Background: an optimization exercise with open tools, aiming at small area. Do not read the settings as production practice. Only simulation tests tie the RTL to the original design; equivalence was not proved. No activity file was given, so power comes from the tool's default toggle rates.

==> flow/design.v (excerpt) <==
module mips_multi #(
  parameter int unsigned ADDR_W   = 32,
  parameter logic [31:0] RESET_PC = 32'h0000_0000
) (
  input  logic              clk,
  input  logic              rst,
  output logic              mem_req,
  output logic              mem_we,
  output logic [ADDR_W-1:0] mem_addr,
  output logic [31:0]       mem_wdata,
  input  logic [31:0]       mem_rdata,
  input  logic              mem_ready,
  output logic              halted,
  output logic [31:0]       retired
);
  localparam logic [3:0] S_CLR = 4'd0;   
  localparam logic [3:0] S_EX1 = 4'd1;   
  localparam logic [3:0] S_EX2 = 4'd2;   
  localparam logic [3:0] S_FW  = 4'd3;   
  localparam logic [3:0] S_LW  = 4'd4;   
  localparam logic [3:0] S_ST  = 4'd5;   
  localparam logic [3:0] S_AL1 = 4'd6;   
  localparam logic [3:0] S_AL2 = 4'd7;   
  localparam logic [3:0] S_HLT = 4'd8;   
  localparam logic [3:0] C_ADD  = 4'd0;
  localparam logic [3:0] C_SUB  = 4'd1;
  localparam logic [3:0] C_AND  = 4'd2;
  localparam logic [3:0] C_OR   = 4'd3;
  localparam logic [3:0] C_SLT  = 4'd4;
  localparam logic [3:0] C_ADDI = 4'd5;
  localparam logic [3:0] C_LW   = 4'd6;
  localparam logic [3:0] C_SW   = 4'd7;
  localparam logic [3:0] C_BEQ  = 4'd8;
  localparam logic [3:0] C_J    = 4'd9;
  localparam logic [3:0] C_JAL  = 4'd10;
  localparam logic [3:0] C_JR   = 4'd11;
  localparam logic [3:0] C_NOP  = 4'd12;
  localparam logic [3:0] C_HALT = 4'd13;
  logic [3:0]  r_state;
  logic [4:0]  r_ph;
  logic [3:0]  r_cls;
  logic [4:0]  r_rs;
  logic [4:0]  r_rt;
  logic        r_sgn;
  logic [31:0] r_x;
  logic [31:0] r_addr;
  logic        r_c;       
  logic        r_pcc;     
  ...
Size in the first run: roughly 1900 cells after synthesis, about 130 I/O pins, about 0.027 mm² of cells after synthesis.
export LEC_CHECK = 0
export ABC_AREA = 1
export CAP_MARGIN = 0
export CORE_MARGIN = 2
export CORE_UTILIZATION = 55
export SLEW_MARGIN = 0
create_clock -name core_clock -period 10.0 [get_ports {clk}]
standard.sh (not shown) runs the stock make flow with config.mk's settings and CLKGATE_MAP_FILE= SYNTH_SCRIPT=/design/flow/synth_recipe.tcl, a recipe that flattens the netlist after the stock synthesis.
==> flow/flow/run.sh <==
#!/bin/bash
# Standard ORFS layout (the standard.sh) with two changes in how it is made:
# the port buffers use the smallest buffer cell (every port still gets one), and
# clock tree synthesis runs with its own arguments (no dummy balancing loads).
set -euo pipefail
export BUFFER_PORTS_ARGS="-buffer_cell sky130_fd_sc_hd__buf_1"
export CTS_ARGS="-sink_clustering_enable -repair_clock_nets -dont_use_dummy_load -buf_list sky130_fd_sc_hd__clkbuf_8 -sink_clustering_size 22 -sink_clustering_max_diameter 50"
bash standard.sh > standard_flow.log 2>&1
Rerun with:
--- a/flow/flow/run.sh
+++ b/flow/flow/run.sh
@@ -7 +7 @@
-export CTS_ARGS="-sink_clustering_enable -repair_clock_nets -dont_use_dummy_load -buf_list sky130_fd_sc_hd__clkbuf_8 -sink_clustering_size 22 -sink_clustering_max_diameter 50"
+export CTS_ARGS="-sink_clustering_enable -repair_clock_nets -dont_use_dummy_load -buf_list sky130_fd_sc_hd__clkbuf_4 -sink_clustering_size 13 -sink_clustering_max_diameter 45"
CORE_UTILIZATION = 45   (was 55)
Outcome: Total power came out lower by a few percent. Final cell count came out higher by a few percent. Utilization came out lower by 11 points. Global-route usage came out lower by 2.0 points. Die area came out higher by about a fifth. Count of clock-buffer cells in the layout came out higher by 33. Non-clock buffer count does not change.
Rerun with:
--- a/flow/flow/run.sh
+++ b/flow/flow/run.sh
@@ -7 +7 @@
-export CTS_ARGS="-sink_clustering_enable -repair_clock_nets -dont_use_dummy_load -buf_list sky130_fd_sc_hd__clkbuf_4 -sink_clustering_size 13 -sink_clustering_max_diameter 45"
+export CTS_ARGS="-sink_clustering_enable -repair_clock_nets -dont_use_dummy_load -buf_list sky130_fd_sc_hd__clkbuf_4 -sink_clustering_size 11 -sink_clustering_max_diameter 35"
CORE_UTILIZATION = 55   (was 45)
What happened:
- The new run completed without violations
- total power increases by 2.5%
- wire length went down by about 4.3%
- area after synthesis is unchanged
- clock-buffer cell count goes up by 29
- design area barely changes
- setup slack got worse by 0.091 ns
- cell count came out lower by about 3%
- maximum frequency came out lower by about 1.4%
Rerun with:
--- a/flow/flow/run.sh
+++ b/flow/flow/run.sh
@@ -7 +7 @@
-export CTS_ARGS="-sink_clustering_enable -repair_clock_nets -dont_use_dummy_load -buf_list sky130_fd_sc_hd__clkbuf_4 -sink_clustering_size 11 -sink_clustering_max_diameter 35"
+export CTS_ARGS="-sink_clustering_enable -repair_clock_nets -dont_use_dummy_load -buf_list sky130_fd_sc_hd__clkbuf_4 -sink_clustering_size 12 -sink_clustering_max_diameter 40"
CORE_UTILIZATION = 45   (was 55)
The new run went through all stages and came out clean.
Sequential power barely changes.
Synthesized cell count stays the same.
Register-to-register slack got worse by 0.27 ns.
Synthesized area is unchanged.
Core utilization shrinks by 11 points.
Via count shrinks slightly.
Setup slack is better by 0.071 ns.

---

== indigo ==
Another version of the RTL of mips_multi (not shown whole).
For scale: roughly 1700 cells after synthesis, about 130 I/O pins, roughly 28000 µm² of cells after synthesis.
export LEC_CHECK = 0
export CAP_MARGIN = 0
export CORE_MARGIN = 2
export CORE_UTILIZATION = 40
export SLEW_MARGIN = 0
create_clock -name core_clock -period 10.0 [get_ports {clk}]
==> flow/flow/run.sh <==
#!/bin/bash
# Standard ORFS layout (the standard.sh) with two changes in how it is made:
# the port buffers use the smallest buffer cell (every port still gets one), and
# clock tree synthesis runs with its own arguments (no dummy balancing loads).
set -euo pipefail
export BUFFER_PORTS_ARGS="-buffer_cell sky130_fd_sc_hd__buf_1"
export CTS_ARGS="-sink_clustering_enable -repair_clock_nets -dont_use_dummy_load -buf_list sky130_fd_sc_hd__clkbuf_8 -sink_clustering_size 20 -sink_clustering_max_diameter 60"
bash standard.sh > standard_flow.log 2>&1
### indigo -> harbor
- a change of CORE_UTILIZATION from 40 to 55
-- flow/flow/run.sh --
<<< indigo, line 7
export CTS_ARGS="-sink_clustering_enable -repair_clock_nets -dont_use_dummy_load -buf_list sky130_fd_sc_hd__clkbuf_8 -sink_clustering_size 20 -sink_clustering_max_diameter 60"
>>> harbor, line 7
export CTS_ARGS="-sink_clustering_enable -repair_clock_nets -dont_use_dummy_load -buf_list sky130_fd_sc_hd__clkbuf_8 -sink_clustering_size 22 -sink_clustering_max_diameter 50"
==> comparison <==
indigo -> harbor: met1 routed wirelength after detailed routing flat. Against indigo, harbor reports a final hold slack that is higher. On clock skew: between harbor and indigo, it ends up higher for indigo.
The inputs of willow differ from those of harbor as listed below.
- CORE_UTILIZATION now 40, was 55
-- flow/flow/run.sh --
<<< harbor, line 7
export CTS_ARGS="-sink_clustering_enable -repair_clock_nets -dont_use_dummy_load -buf_list sky130_fd_sc_hd__clkbuf_8 -sink_clustering_size 22 -sink_clustering_max_diameter 50"
>>> willow, line 7
export CTS_ARGS="-sink_clustering_enable -repair_clock_nets -dont_use_dummy_load -buf_list sky130_fd_sc_hd__clkbuf_16 -sink_clustering_size 30 -sink_clustering_max_diameter 80"
Notes after the runs:
willow did not stop at any stage, and its layout met the timing, DRC and antenna checks.
Against harbor as the reference, willow delivers a lower met2 wire length.
NOTE: multi-input gate share of total cell area in willow falls short of that of harbor
Against harbor, willow reports a layout overhead on the synthesized area that is higher.

---

run A:
Starting RTL as in the previous note.
Settings: LEC_CHECK=0, CAP_MARGIN=20, CORE_MARGIN=2, CORE_UTILIZATION=40, SLEW_MARGIN=20; clock period 10.0 ns.
run.sh (not shown) runs the stock make flow with config.mk's settings and CLKGATE_MAP_FILE= SYNTH_SCRIPT=/design/flow/synth_recipe.tcl, a recipe that flattens the netlist after the stock synthesis.
Stock flow here: none of the scripts above is used.
Run A: flow completed, timing, DRC and antenna clean
### run A -> run B
-- flow/config.mk --
<<< run A, line 8
export CAP_MARGIN = 20
>>> run B, line 8
export CAP_MARGIN = 0
<<< run A, line 11
export SLEW_MARGIN = 20
>>> run B, line 11
export CTS_BUF_LIST = sky130_fd_sc_hd__clkbuf_16
export CTS_CLUSTER_DIAMETER = 60
export CTS_CLUSTER_SIZE = 40
export SLEW_MARGIN = 0
==> notes.md <==
The total global-route track usage in run B sits 0.67 points below the value recorded for run A.
Portion of total power attributed to combinational logic was higher in run B than in run A.
Diff run A -> run B | total power | decrease of about 15%
Modified inputs, run C compared to run B
-- flow/config.mk --
<<< run B, line 11
export CTS_BUF_LIST = sky130_fd_sc_hd__clkbuf_16
>>> run C, line 11
export CTS_BUF_LIST = sky130_fd_sc_hd__clkbuf_8
<<< run B, line 13
export CTS_CLUSTER_SIZE = 40
>>> run C, line 13
export CTS_CLUSTER_SIZE = 22
[summary]
- Proportion of cell area occupied by multi-input gates: run C and run B compared, lower one is run B
- Via count ended up about 0.9% higher on run C than on run B.
- Final wirelength delta (run B -> run C): insignificant
- Run C gives less worst setup slack than run B did.
- Summary of the comparison: iteration count of the initial detailed-routing pass is higher in run C, relative to run B.
What run D does differently from run C at the input level:
-- flow/config.mk --
<<< run C, line 8
export CAP_MARGIN = 0
>>> run D, line 8
export CAP_MARGIN = 20
<<< run C, line 12
export CTS_CLUSTER_DIAMETER = 60
export CTS_CLUSTER_SIZE = 22
export SLEW_MARGIN = 0
>>> run D, line 12
export SLEW_MARGIN = 20
Findings:
Result: PASS for each of run C and run D
Per the comparison of run D with run C, wire length +5.6%; post-CTS clock slew at the launch and capture registers of the worst setup and hold paths -0.05 ns; power share of the combinational group -0.2 points; transition time of the tightest slew-check pin +0.013 ns.
Run D vs run C — total power climbed by more than 10%
Area growth from synthesis to final layout (higher): run D
Diff run D..run C | area taken by multi-input logic gates | unchanged
Setup slack of the critical path after layout in run D is 0.017 ns lower than in run C
On run D: area of all placed cells without fillers is about 6.5% higher than what run C gave.
Fmax: run C vs run D — no meaningful difference
Power share of the clock group: higher on run D
## Diff of input files: run E against run D
-- flow/config.mk --
<<< run D, line 12
>>> run E, line 12
export CTS_CLUSTER_DIAMETER = 50
export CTS_CLUSTER_SIZE = 20
Run E: flow completed, timing, DRC and antenna clean
NOTE: total number of nets in the final design in run E falls short of that of run D
Compared with run D, in run E maximum achievable frequency shows no meaningful change; layout buffering overhead excluding clock cells went up by 0.21 points.
Compared with run D, run E shows total detailed-routing wirelength lower by about 4.3%.
NOTE: count of clock-buffer cells in the layout in run E falls short of that of run D
Total via count in the routed design: run E < run D
Worst supply voltage drop on vdd for run E: 0.000018 V up relative to run D
Run E ended up with a lower post-layout minimum cycle time than run D did.
In terms of multi-input logic area, run D and run E differ only marginally.
Relative contribution of combinational cells to total power across run D and run E: no real change.
Area: run E vs run D -> run E smaller

[re-timing with driven ports]
No port has a modelled driver above. Below, the same layouts with a new extraction and two added sets of constraints. Step 1, drivers: a clkbuf_16 drives clk and a buf_2 each remaining input, both assumed. Step 2 times the ports against the registers' clock, not the clock port: input delays grow and output delays shrink by t, the midpoint of the rising clock arrivals with the driver on. a / b / c = ideal ports / drivers / drivers and shift; a / b = the first two.
| run | t, ns | slack for setup (ns) | worst setup path at the end | latest minus earliest clock arrival (ns) |
|---|---|---|---|---|
| the first run of note 1 | 0.669 | 3.584 / 3.559 / 3.559 | input to output | 0.104 / 0.104 |
| the second run of note 1 | 0.888 | 3.684 / 3.651 / 3.662 | input to output | 0.132 / 0.132 |
| the third run of note 1 | 0.935 | 3.593 / 3.554 / 3.567 | input to output | 0.101 / 0.101 |
| the fourth run of note 1 | 0.904 | 3.664 / 3.642 / 3.642 | input to output | 0.147 / 0.146 |
| indigo | 0.678 | 2.784 / 2.735 / 2.895 | input to output | 0.122 / 0.122 |
| harbor | 0.682 | 2.704 / 2.650 / 2.802 | input to output | 0.101 / 0.101 |
| willow | 0.623 | 2.795 / 2.741 / 2.889 | input to output | 0.096 / 0.096 |
| run A | 0.691 | 2.191 / 2.147 / 2.147 | input to output | 0.099 / 0.100 |
| run B | 0.664 | 2.195 / 2.151 / 2.151 | input to output | 0.050 / 0.049 |
| run C | 0.712 | 2.185 / 2.142 / 2.142 | input to output | 0.045 / 0.045 |
| run D | 0.801 | 2.169 / 2.124 / 2.124 | input to output | 0.054 / 0.054 |
| run E | 0.724 | 2.189 / 2.144 / 2.144 | input to output | 0.069 / 0.069 |
After both steps setup and hold are still met in every run listed.
